Source: an optimization exercise on an open RTL-to-GDS flow (aim: a short achievable clock period and few clock cycles). Production flows keep margins and buffers that such runs may drop. Only simulation tests tie the RTL to the original design; equivalence was not proved. Power figures rest on the tool's default switching activity, not on a simulated workload.

==> try-garnet: inputs <==
## rv_core
module rv_core (
    input  logic             CLK,
    input  logic             rst_n,
    output logic [32-1:0] imem_addr,
    input  logic [32-1:0] imem_data,
    output logic [32-1:0] dmem_addr,
    output logic [32-1:0] dmem_wdata,
    output logic [3:0]       dmem_mask,
    output logic             dmem_re,
    input  logic [32-1:0] dmem_rdata,
    output logic             retire_valid,
    output logic [32-1:0] retire_pc,
    output logic             halt
);
    localparam int NB = 4;               
    logic [31:0]   pc_f;
    logic [NB-1:0] btb_v;
    logic [29:0]   btb_tag [NB];
    logic [31:0]   btb_tgt [NB];
    logic [1:0]    btb_rr;
    logic          bu_ins, bu_inv;            
    logic          bq_go, bq_taken0, bq_bhit, bq_jalr, bq_cond, bq_jrok;
    logic [1:0]    bu_idx;
    logic [29:0]   bu_tag;
    logic [31:0]   bu_tgt;
    logic          d_valid;
    logic [31:0]   pc_d;
    logic [31:13]  d_hb_p1, d_hb_m1;         
    logic          d_bhit;                    
    logic [31:0]   d_ptgt;
    logic [1:0]    d_pidx;
    logic          d_use_hold;
    logic [31:0]   d_hold;
    logic          de_valid;
    logic [31:0]   de_pc, de_pc4;
    logic [31:0]   de_r1, de_r2, de_imm;
    logic [31:0]   de_k1, de_k2;              
    logic          de_kok, de_jp;
    logic [31:12]  de_av_hi;                  
    logic          de_a_m, de_a_ml, de_a_wl;  
    logic          de_b_m, de_b_ml, de_b_wl;
    logic [4:0]    de_rd;
    logic          de_we;
    logic          de_load, de_store, de_brj, de_jalr, de_halt;
    logic          de_rt, de_rf;              
    logic [2:0]    de_f3;
    logic          de_sub, de_sra;
    logic          de_s_rra, de_s_rrs, de_s_mra, de_s_mrs;              
    logic          de_s_rma, de_s_rms, de_s_mma;
    logic [10:0]   de_op;                     
    logic [6:0]    de_bc;                     
    logic          de_bhit;
    logic [1:0]    de_pidx;
    logic          em_valid;
    logic [31:0]   em_pc;
    logic          em_we;
    logic [4:0]    em_rd;
    logic [31:0]   em_res;
    logic          em_load;
  ...
clock: 9.0 ns
lec_check: 0
cap_margin: 20
core_margin: 2
core_utilization: 40
setup_slack_margin: 5
slew_margin: 20
standard.sh (not shown) runs the stock make flow with config.mk's settings and CLKGATE_MAP_FILE= SYNTH_SCRIPT=/design/flow/synth_recipe.tcl, a recipe that flattens the netlist after the stock synthesis.
==> flow/flow/run.sh <==
#!/bin/bash
set -euo pipefail
REPAIR_MARGIN=6.0
export BUFFER_PORTS_ARGS="-buffer_cell sky130_fd_sc_hd__buf_4"
here=$(pwd)
# standard synthesis, unchanged
bash standard.sh synth > "$here/log_synth.txt" 2>&1
# the rest of the standard layout with a different repair target
sed -E "s/SETUP_SLACK_MARGIN=[-0-9.]+/SETUP_SLACK_MARGIN=${REPAIR_MARGIN}/" standard.sh > flow_std.sh
grep -q "SETUP_SLACK_MARGIN=${REPAIR_MARGIN}" flow_std.sh
for step in floorplan place cts route finish; do
  bash flow_std.sh $step > "$here/log_$step.txt" 2>&1
done
test -f out/final.def
==> try-umber (differences from try-garnet) <==
--- a/flow/design.v
+++ b/flow/design.v
@@ -407,13 +407,13 @@
     logic [31:0]   btb_tgt [NB];
     logic [1:0]    btb_rr;
     logic          bu_ins, bu_inv;            
     logic          bq_go, bq_taken0, bq_bhit, bq_jalr, bq_cond, bq_jrok;
     logic [1:0]    bu_idx;
     logic [29:0]   bu_tag;
-    logic [31:0]   bu_tgt;
+    logic [31:0]   bu_tgt, pct_q;
     logic          d_valid;
     logic [31:0]   pc_d;
     logic [31:13]  d_hb_p1, d_hb_m1;         
     logic          d_bhit;                    
     logic [31:0]   d_ptgt;
     logic [1:0]    d_pidx;
@@ -679,14 +679,15 @@
         bq_bhit   <= de_bhit;
         bq_jalr   <= de_jalr;
         bq_cond   <= cond;
         bq_jrok   <= jr_ok;
         bu_idx <= de_pidx;
         bu_tag <= de_pc[31:2];
-        bu_tgt <= de_jalr ? {agu[31:1], 1'b0} : pct;
+        pct_q  <= pct;
     end
+    assign bu_tgt = bq_jalr ? {dq_addr[31:1], 1'b0} : pct_q;
     assign bu_ins = bq_go & ((bq_taken0 & bq_cond) | bq_jalr) & ~bq_bhit;
     assign bu_inv = bq_go & bq_bhit & (bq_jalr ? ~bq_jrok : ~bq_cond);
     always_ff @(posedge CLK) begin
         if (!rst_n) begin
             btb_v  <= '0;
             btb_rr <= '0;
@@ -738,19 +739,22 @@
         if (o_br) d_imm = imm_b;
         if (o_lui | o_auipc) d_imm = imm_u;
         if (o_jal) d_imm = imm_j;
     end
     assign d_pc4 = pc_d + 32'd4;
     assign tnext = (o_br & imm_b == 32'd4) | (o_jal & imm_j == 32'd4);
-    logic        fjal, fbbr, cb;
-    logic [12:0] f_off, tb_lo;
+    logic        fjal, fbbr, cb, cbb, cbj;
+    logic [12:0] tb_lo, tbb_lo, tbj_lo;
     assign fjal  = imem_data[6:0] == 7'b1101111 && imem_data[19:12] == {8{imem_data[31]}};
     assign fbbr  = imem_data[6:0] == 7'b1100011 && imem_data[31];
-    assign f_off = imem_data[2] ? {imem_data[31], imem_data[20], imem_data[30:21], 1'b0}
-                                : {imem_data[31], imem_data[7], imem_data[30:25], imem_data[11:8], 1'b0};
-    assign {cb, tb_lo} = {1'b0, pc_d[12:0]} + {1'b0, f_off};
+    assign {cbj, tbj_lo} = {1'b0, pc_d[12:0]} +
+                           {1'b0, imem_data[31], imem_data[20], imem_data[30:21], 1'b0};
+    assign {cbb, tbb_lo} = {1'b0, pc_d[12:0]} +
+                           {1'b0, imem_data[31], imem_data[7], imem_data[30:25], imem_data[11:8], 1'b0};
+    assign cb    = imem_data[2] ? cbj : cbb;
+    assign tb_lo = imem_data[2] ? tbj_lo : tbb_lo;
     logic        fjalr, cjr, d_jpred;
     logic [11:0] tjr_lo;
     assign fjalr = imem_data[6:0] == 7'b1100111 && imem_data[19:15] == de_rd && de_we &&
                    de_valid && de_op[9];
     assign {cjr, tjr_lo} = {1'b0, de_pc[11:0]} + {1'b0, imem_data[31:20]};
     assign d_jpred = d_valid & ~d_use_hold & ~stall & ~d_bhit & fjalr & (cjr == imem_data[31]);
==> flow/config.mk (replaced) <==
export PLATFORM = sky130hd
export DESIGN_NAME = rv_core
export DESIGN_NICKNAME = rv_core
export VERILOG_FILES = /design/flow/design.v
export SDC_FILE = /design/flow/constraint.sdc
export NUM_CORES = 4
export LEC_CHECK = 0
export CAP_MARGIN = 30
export CORE_MARGIN = 2
export CORE_UTILIZATION = 40
export SETUP_SLACK_MARGIN = 5
export SLEW_MARGIN = 30
==> try-pepper (differences from try-garnet) <==
--- a/flow/design.v
+++ b/flow/design.v
@@ -398,13 +398,15 @@
     input  logic [32-1:0] dmem_rdata,
     output logic             retire_valid,
     output logic [32-1:0] retire_pc,
     output logic             halt
 );
     localparam int NB = 4;               
-    logic [31:0]   pc_f;
+    logic [31:0]   pc_f;                      
+    logic [31:0]   pc_a, pc_b;
+    logic          pc_sel, pc_seln;
     logic [NB-1:0] btb_v;
     logic [29:0]   btb_tag [NB];
     logic [31:0]   btb_tgt [NB];
     logic [1:0]    btb_rr;
     logic          bu_ins, bu_inv;            
     logic          bq_go, bq_taken0, bq_bhit, bq_jalr, bq_cond, bq_jrok;
@@ -455,13 +457,13 @@
     logic [31:0]   mw_res;
     logic          mw_load;
     logic [2:0]    mw_f3;
     logic [1:0]    mw_boff;
     logic          halt_q;
     logic [31:0]   regs [1:31];
-    assign imem_addr    = pc_f;
+    assign imem_addr    = {pc_a[31:12], pc_seln ? pc_b[11:2] : pc_a[11:2], 2'b00};
     assign dmem_addr    = dq_addr;
     assign dmem_wdata   = dq_wdata;
     assign dmem_mask    = dq_mask;
     assign dmem_re      = dq_re;
     assign retire_valid = em_valid;
     assign retire_pc    = em_pc;
@@ -653,23 +655,29 @@
             f_hitv[i] = btb_v[i] && (btb_tag[i] == pc_f[31:2]);
             f_tgt = f_tgt | ({32{f_hitv[i]}} & btb_tgt[i]);
         end
     end
     assign f_hit = |f_hitv;
     assign f_idx = {f_hitv[2] | f_hitv[3], f_hitv[1] | f_hitv[3]};
-    logic [31:0] pc_nrm, pc_ct, pc_cf, pc_jr, pc_next;
+    logic [31:0] pc_nrm, pc_ct, pc_cf, pc_jr;
     assign pc_nrm  = d_redirect ? d_tgt : stall ? pc_f : f_hit ? f_tgt : pc_f + 32'd4;
     assign pc_jr   = jr_ok ? pc_nrm : {agu[31:1], 1'b0};
     assign pc_ct   = (e_go & de_jalr) ? pc_jr : (e_go & de_brj & de_rt) ? pct : pc_nrm;
     assign pc_cf   = (e_go & de_jalr) ? pc_jr : (e_go & de_brj & de_rf) ? de_pc4 : pc_nrm;
-    assign pc_next = cond ? pc_ct : pc_cf;
+    assign pc_f = pc_sel ? pc_a : pc_b;
     always_ff @(posedge CLK) begin
         if (!rst_n) begin
-            pc_f <= 32'h0000_0000;
+            pc_a   <= 32'h0000_0000;
+            pc_b   <= 32'h0000_0000;
+            pc_sel  <= 1'b0;
+            pc_seln <= 1'b1;
         end else begin
-            pc_f <= pc_next;
+            pc_seln <= ~cond;
+            pc_a   <= pc_ct;
+            pc_b   <= pc_cf;
+            pc_sel <= cond;
         end
     end
     always_ff @(posedge CLK) begin
         if (!rst_n) begin
             bq_go <= 1'b0;
         end else begin
==> flow/config.mk (replaced) <==
export PLATFORM = sky130hd
export DESIGN_NAME = rv_core
export DESIGN_NICKNAME = rv_core
export VERILOG_FILES = /design/flow/design.v
export SDC_FILE = /design/flow/constraint.sdc
export NUM_CORES = 4
export LEC_CHECK = 0
export CAP_MARGIN = 30
export CORE_MARGIN = 2
export CORE_UTILIZATION = 40
export SETUP_SLACK_MARGIN = 5
export SLEW_MARGIN = 30
==> comparison <==
Of try-pepper and try-garnet, try-garnet has the higher wire length (gap 0.65%, measured against try-garnet). Between try-umber and try-pepper, the lower first-iteration DRC count is in try-pepper (gap 0.60%, measured against try-pepper). Combinational power, highest first: try-umber, try-garnet, try-pepper. Flip-flop and latch count: try-pepper is higher than try-garnet (34). try-pepper completed without violations. try-garnet produced a clean layout. try-umber went through all stages and came out clean. Cell area: try-umber < try-garnet < try-pepper. Worst hold slack: try-umber > try-pepper > try-garnet. The highest clock power belongs to try-pepper, the lowest to try-garnet. In try-umber the sequential power is larger than in try-pepper, by about 9%. Maximum frequency, lowest first: try-pepper, try-umber, try-garnet. In try-umber the via count is lower than in try-garnet, by 1.6%.
Testbench counts of try-garnet, summed over its fixed seeds: cycles 18,349.
Testbench counts of try-umber, summed over its fixed seeds: cycles 18,349.
Testbench counts of try-pepper, summed over its fixed seeds: cycles 18,349.

==> static timing again, ports no longer ideal <==
Ports are ideal in the flow. The routed layouts listed here were re-timed in OpenROAD.
Step 1 sets driving cells, clkbuf_16 on the clock port and buf_2 on the other inputs (assumed; they add their load-dependent delay and slew).
Step 2, shift: input delay + t, output delay - t, t = (earliest + latest rising clock arrival at the registers) / 2. This alone moves slack from input paths to output paths.
Three values: no drivers, after step 1, after step 2; two values: the first two.
| run | t (ns) | setup slack, ns | hold slack, ns |
|---|---|---|---|
| try-garnet | 1.035 | 4.657 / 4.657 / 3.686 | 0.326 / 0.326 / 0.326 |
| try-umber | 1.026 | 4.521 / 4.521 / 3.809 | 0.332 / 0.332 / 0.332 |
| try-pepper | 1.042 | 4.258 / 4.258 / 3.673 | 0.332 / 0.332 / 0.332 |
After both steps setup and hold are still met in every run listed. For try-garnet, which loses most, drivers alone change the setup slack by 0.000 ns; drivers and shift together by -0.971 ns.
